Background: an optimization exercise with open tools, aiming at small area. Do not read the settings as production practice.
The RTL was checked by simulation tests, not by an equivalence proof against the original design.
Power is estimated from default activity; no workload was simulated.

==> flow/design.v <==
module kairo_csr_hpm #(
  parameter int NUM_HPM    = 13,
  parameter int CNT_WIDTH  = 64,
  parameter int NUM_EVENTS = 16
) (
  input  logic                  clk_i,
  input  logic                  rst_i,
  input  logic [11:0]           csr_addr_i,
  input  logic                  csr_we_i,
  input  logic [31:0]           csr_wdata_i,
  input  logic [31:0]           csr_wmask_i,
  output logic [31:0]           csr_rdata_o,
  output logic                  csr_hit_o,
  input  logic                  retire_i,
  input  logic [NUM_EVENTS-1:0] events_i,
  output logic                  ovf_irq_o
);
  localparam int HPM_ARR = (NUM_HPM > 0) ? NUM_HPM : 1;
  logic [4:0] idx;
  logic       selCntLo, selCntHi, selEvt;
  assign idx      = csr_addr_i[4:0];
  assign selCntLo = (csr_addr_i[11:5] == 7'h58);
  assign selCntHi = (csr_addr_i[11:5] == 7'h5C);
  assign selEvt   = (csr_addr_i[11:5] == 7'h19);
  logic [63:0] mcycle_q, minstret_q;
  logic [63:0] mcycle_d, minstret_d;
  logic [HPM_ARR-1:0][63:0] hpmCnt_q;
  logic [HPM_ARR-1:0][63:0] hpmCnt_d;
  logic [HPM_ARR-1:0][NUM_EVENTS-1:0] hpmEvt_q;
  logic [HPM_ARR-1:0][NUM_EVENTS-1:0] hpmEvt_d;
  logic [HPM_ARR-1:0] hpmOf_q, hpmOf_d;
  logic [31:0] inhibit_q, inhibit_d;
  logic [31:0] rdata_q, rdata_d;
  logic        hit_q, hit_d;
  logic        ovfIrq_q, ovfIrq_d;
  logic [31:0] inhMask;
  always_comb begin
    inhMask = 32'h0000_0005;
    for (int i = 0; i < NUM_HPM; i++) inhMask[3+i] = 1'b1;
  end
  always_comb begin
    mcycle_d = mcycle_q;
    if (csr_we_i && selCntLo && idx == 5'd0)
      mcycle_d[31:0] = (mcycle_q[31:0] & ~csr_wmask_i) | (csr_wdata_i & csr_wmask_i);
    if (csr_we_i && selCntHi && idx == 5'd0)
      mcycle_d[63:32] = (mcycle_q[63:32] & ~csr_wmask_i) | (csr_wdata_i & csr_wmask_i);
    if (!(csr_we_i && (selCntLo || selCntHi) && idx == 5'd0) && !inhibit_q[0])
      mcycle_d = mcycle_q + 64'd1;
    if (CNT_WIDTH < 64) mcycle_d = mcycle_d & ((64'd1 << CNT_WIDTH) - 64'd1);
    minstret_d = minstret_q;
    if (csr_we_i && selCntLo && idx == 5'd2)
      minstret_d[31:0] = (minstret_q[31:0] & ~csr_wmask_i) | (csr_wdata_i & csr_wmask_i);
    if (csr_we_i && selCntHi && idx == 5'd2)
      minstret_d[63:32] = (minstret_q[63:32] & ~csr_wmask_i) | (csr_wdata_i & csr_wmask_i);
    if (!(csr_we_i && (selCntLo || selCntHi) && idx == 5'd2) && retire_i && !inhibit_q[2])
      minstret_d = minstret_q + 64'd1;
    if (CNT_WIDTH < 64) minstret_d = minstret_d & ((64'd1 << CNT_WIDTH) - 64'd1);
    inhibit_d = inhibit_q;
    if (csr_we_i && selEvt && idx == 5'd0)
      inhibit_d = ((inhibit_q & ~csr_wmask_i) | (csr_wdata_i & csr_wmask_i)) & inhMask;
  end
  genvar g;
  generate
    for (g = 0; g < NUM_HPM; g++) begin : gHpm
      logic wrLo, wrHi, wrEvt, inc;
      assign wrLo  = csr_we_i && selCntLo && idx == (g + 3);
      assign wrHi  = csr_we_i && selCntHi && idx == (g + 3);
      assign wrEvt = csr_we_i && selEvt && idx == (g + 3);
      assign inc   = (|(events_i & hpmEvt_q[g])) && !inhibit_q[g+3];
      always_comb begin
        hpmCnt_d[g] = hpmCnt_q[g];
        if (wrLo)
          hpmCnt_d[g][31:0] = (hpmCnt_q[g][31:0] & ~csr_wmask_i) | (csr_wdata_i & csr_wmask_i);
        if (wrHi)
          hpmCnt_d[g][63:32] = (hpmCnt_q[g][63:32] & ~csr_wmask_i) | (csr_wdata_i & csr_wmask_i);
        if (!wrLo && !wrHi && inc)
          hpmCnt_d[g] = hpmCnt_q[g] + 64'd1;
        if (CNT_WIDTH < 64) hpmCnt_d[g] = hpmCnt_d[g] & ((64'd1 << CNT_WIDTH) - 64'd1);
        hpmEvt_d[g] = hpmEvt_q[g];
        if (wrEvt)
          hpmEvt_d[g] = (hpmEvt_q[g] & ~csr_wmask_i[NUM_EVENTS-1:0]) |
                        (csr_wdata_i[NUM_EVENTS-1:0] & csr_wmask_i[NUM_EVENTS-1:0]);
        hpmOf_d[g] = hpmOf_q[g];
        if (wrEvt && csr_wmask_i[31]) hpmOf_d[g] = csr_wdata_i[31];
        if (inc && !wrLo && !wrHi &&
            hpmCnt_q[g] == ((CNT_WIDTH < 64) ? ((64'd1 << CNT_WIDTH) - 64'd1) : ~64'd0))
          hpmOf_d[g] = 1'b1;
      end
      always_ff @(posedge clk_i or posedge rst_i) begin
        if (rst_i) begin
          hpmCnt_q[g] <= '0;
          hpmEvt_q[g] <= '0;
          hpmOf_q[g]  <= 1'b0;
        end else begin
          hpmCnt_q[g] <= hpmCnt_d[g];
          hpmEvt_q[g] <= hpmEvt_d[g];
          hpmOf_q[g]  <= hpmOf_d[g];
        end
      end
    end
  endgenerate
  always_comb begin
    rdata_d  = '0;
    hit_d    = 1'b0;
    ovfIrq_d = 1'b0;
    for (int i = 0; i < NUM_HPM; i++) ovfIrq_d = ovfIrq_d | hpmOf_q[i];
    if (selCntLo || selCntHi) begin
      if (idx == 5'd0) begin
        hit_d   = 1'b1;
        rdata_d = selCntHi ? mcycle_q[63:32] : mcycle_q[31:0];
      end else if (idx == 5'd2) begin
        hit_d   = 1'b1;
        rdata_d = selCntHi ? minstret_q[63:32] : minstret_q[31:0];
      end else if (idx >= 5'd3) begin
        hit_d = 1'b1;
        for (int i = 0; i < NUM_HPM; i++)
          if (idx == i + 3) rdata_d = selCntHi ? hpmCnt_q[i][63:32] : hpmCnt_q[i][31:0];
      end
    end else if (selEvt) begin
      if (idx == 5'd0) begin
        hit_d   = 1'b1;
        rdata_d = inhibit_q;
      end else if (idx >= 5'd3) begin
        hit_d = 1'b1;
        for (int i = 0; i < NUM_HPM; i++) begin
          if (idx == i + 3) begin
            rdata_d[NUM_EVENTS-1:0] = hpmEvt_q[i];
            rdata_d[31] = hpmOf_q[i];
          end
        end
      end
    end
  end
  always_ff @(posedge clk_i or posedge rst_i) begin
    if (rst_i) begin
      mcycle_q   <= '0;
      minstret_q <= '0;
      inhibit_q  <= '0;
      rdata_q    <= '0;
      hit_q      <= 1'b0;
      ovfIrq_q   <= 1'b0;
    end else begin
      mcycle_q   <= mcycle_d;
      minstret_q <= minstret_d;
      inhibit_q  <= inhibit_d;
      rdata_q    <= rdata_d;
      hit_q      <= hit_d;
      ovfIrq_q   <= ovfIrq_d;
    end
  end
  assign csr_rdata_o = rdata_q;
  assign csr_hit_o   = hit_q;
  assign ovf_irq_o   = ovfIrq_q;
endmodule
==> flow/run.sh <==
#!/bin/bash
# synth_recipe.tcl (not shown) runs the flow's synth.tcl, then flattens the netlist and writes it again
# the make line also repeats each setting of config.mk as NAME=value (left out here)
make -C /OpenROAD-flow-scripts/flow DESIGN_CONFIG=/design/flow/config.mk WORK_HOME=/design/flow/orfs CLKGATE_MAP_FILE= SYNTH_SCRIPT=/design/flow/synth_recipe.tcl finish
==> flow/config.mk <==
export PLATFORM = sky130hd
export DESIGN_NAME = kairo_csr_hpm
export DESIGN_NICKNAME = kairo_csr_hpm
export VERILOG_FILES = /design/flow/design.v
export SDC_FILE = /design/flow/constraint.sdc
export NUM_CORES = 4
export LEC_CHECK = 0
export CAP_MARGIN = 20
export CORE_MARGIN = 2
export CORE_UTILIZATION = 30
export PLACE_DENSITY = 0.5
export SLEW_MARGIN = 20
==> flow/constraint.sdc <==
create_clock -name core_clock -period 7.0 [get_ports {clk_i}]
set_input_delay 1.4000 -clock core_clock [delete_from_list [all_inputs] [get_ports {clk_i}]]
set_output_delay 1.4000 -clock core_clock [all_outputs]
set_load 0.01 [all_outputs]
==> results.txt <==
-- worst max-delay path: stages --
cell             delay (ns)
clkdlybuf4s50_1        0.59
buf_4                  0.32
nor4b_2                1.09
nand2_1                1.02
nor2_4                 0.59
nor3_1                 0.10
buf_4                  0.21
and4_1                 0.41
nand4_1                0.36
o211ai_1               0.14
o311ai_0               0.12
-- final cells by class --
cell class                 instances  area [µm²]  share of cell area, %
inverter                         114       431.7                 0.4857
multi-input combinational       6923       44000                  49.51
timing repair buffer             506        4184                  4.708
clock buffer                     225        4481                  5.042
sequential                      1230       30780                  34.63
antenna                           52       130.1                 0.1464
tap                             3402        4257                  4.790
clock inverter                    39       613.1                 0.6899
-- cells by family after synthesis --
family	Yosys count	share of synthesized area, %
adders and majority gates	15	0.2409
xor gates and xnor gates	9	0.1012
and+or+nand+nor	3459	21.57
buffers and inverters	916	4.740
DFF	1230	39.51
muxes	491	6.741
AOI/OAI and AO/OA	2949	27.10
-- power by group --
part / internal (mW) / switching, mW
Clock: 4.75 / 3.72
Combinational: 0.378 / 1.47
Sequential: 7.25 / 0.231
-- through the flow --
step	std cells	cell area, µm²	hold slack, ns	total power [mW]
2_1_floorplan	9069	77910	0.4565	8.269
3_3_place_gp	12171	83550	0.4870	9.308
3_5_place_dp	12174	83610	0.4936	9.317
4_1_cts	12438	88700	0.5038	17.69
5_1_grt	12447	88760	0.5221	18.09
6_report	12491	88870	0.5060	17.80
-- layer usage --
metal | GRT usage [%] | share of wire [%] | up-vias
met5 | 0 | 0.077 | -
met2 | 52.50 | 41 | 7206
li1 | - | - | 34625
met4 | 26.09 | 8.6 | 48
met1 | 45.28 | 37 | 44237
met3 | 12.33 | 13 | 1947
-- Yosys cell counts (all sizes together), types with 232 or more instances --
| cell type | number |
|---|---|
| dfrtp | 1230 |
| a21oi | 613 |
| nand2 | 1419 |
| a221oi | 671 |
| a211oi | 232 |
| clkbuf | 552 |
| nand3 | 424 |
| mux2 | 269 |
| nor2 | 563 |
| buf | 250 |
| and3 | 274 |
| o21ai | 284 |
-- final timing paths --
kind                                     from                    endpoint  slack (ns)
worst max-delay path            csr_addr_i[1]                        flop        1.33
worst max register to register           flop                        flop        2.90
worst min register to register           flop                        flop        0.51
worst min-delay path                     flop                        flop        0.51
min in group asynchronous               rst_i  asynchronous set/reset pin        1.40
max in group asynchronous               rst_i  asynchronous set/reset pin        4.25
==> flow_summary.ini <==
[placed_design]
post-place-ws_ns = 0.7086
port_buffers = 129
gp_congestion = 1.077
dp_hpwl_um = 357300

[timing]
drv_slew = 0
setup_viol_count_final = 0
skew_ns = 0.06264
fin_crit_ns = 5.667
finalSetupTns_ns = 0
slew_headroom_pct = 6.177
rsz0062_at_grt = no
finalHoldViolCount = 0
fin_crit_sh_pct = 80.96
layout_setup_ws_ns = 1.333
tightestPinTransition_ns = 1.368
fmax_mhz = 176.5

[setup_path]
cp-end-kind = flop
start_kind = input port
reg2reg_depth = 8
critical_path_class = in -> reg
crit_arrival_ns = 6.40
crit_fanout = 20
required_ns = 7.73

[cts]
clk_pin_slew_ns = 0.06
cts-htree-levels = 4
cts_sinks = 1230
cts_resized = 0
numCtsBuffers = 154
clk-insertion-delay-late_ns = 0.88
postCtsSetupBuffers = 0
cts_buffer_depth = 3
cts_tree = yes
root_buffer = clkbuf_16
hold_buffers = 0

[synth]
syn_area_mm2 = 0.07790
synth_cell_type_count = 94
synthArstFlopShare_pct = 100.0
synth_area_leaders = dfrtp_1, a221oi_1, nand2_1
ys_ff_latch = 1230
synthCells = 9069
synth_edf_count = 0
synth_ff_type = dfrtp_1
yosys_warnings = 1
syn_avg_cell_area_um2 = 8.590
synth_top_area_share_pct = 39.51
syn-num-nets = 9180
yosysSeqAreaShare_pct = 39.51
synth_area_leader_cell = dfrtp_1

[die]
ios = 130
die_h_um = 513.6
die_area_mm2 = 0.2638
placeableCoreArea_mm2 = 0.2590
die_w_um = 513.6
initial_core_util_pct = 30.08
row_count = 187

[hold_path]
hp-class = reg -> reg
min_path_cells = 1

[layout]
layout_common_cells = nand2_1, dfrtp_1, a221oi_1, a21oi_1, nor2_1
drive_gt1_share_pct = 12.38
final_nets = 9040
n_fill_cell = 26678
utilization_pct = 34.31
layout_commonest_cell = nand2_1
area_growth_pct = 14.08

[route]
vias_per_cell = 7.050
ant_nets = 0
routedWlPerCell_um = 40.09
vias = 88063
drt_wl_total_um = 500700
drc = 0
drt_first_pass_iters = 13
drt_iter0_drc = 14230

[global_route]
grt_start_max_net_pins = 134
overflow = 0
grt.total_usage_pct = 36.44
antenna_found_initial = 71
grt_pass1_vias = 80195
grt_pass1_wl_um = 676300

[power]
peakVddDrop_uv = 305.3
p_per_area_mw_per_mm2 = 200.3
p_leak_nw = 35.84

[job]
cap_violations = 0

[run_status]
status = complete, no violations

port drivers added, routing unchanged:
The flow's constraints put no driver on any port. The routed layout listed below was extracted and timed again, unchanged, in two steps.
Step 1 assumes that a clkbuf_16 drives the clock port and a buf_2 every other input.
Step 2, shift: input delay + t, output delay - t, t = (earliest + latest rising clock arrival at the registers) / 2. This alone moves slack from input paths to output paths.
Three values: no drivers, after step 1, after step 2; two values: the first two.
t, ns: 0.941
setup slack, ns: 1.333 / 1.345 / 0.404
worst setup path at the end: input to register
worst register clock-pin slew, ns: 0.07 / 0.07
After both steps this run still meets setup and hold. The setup slack of this run moves by +0.012 ns with the drivers and by -0.929 ns with both steps.
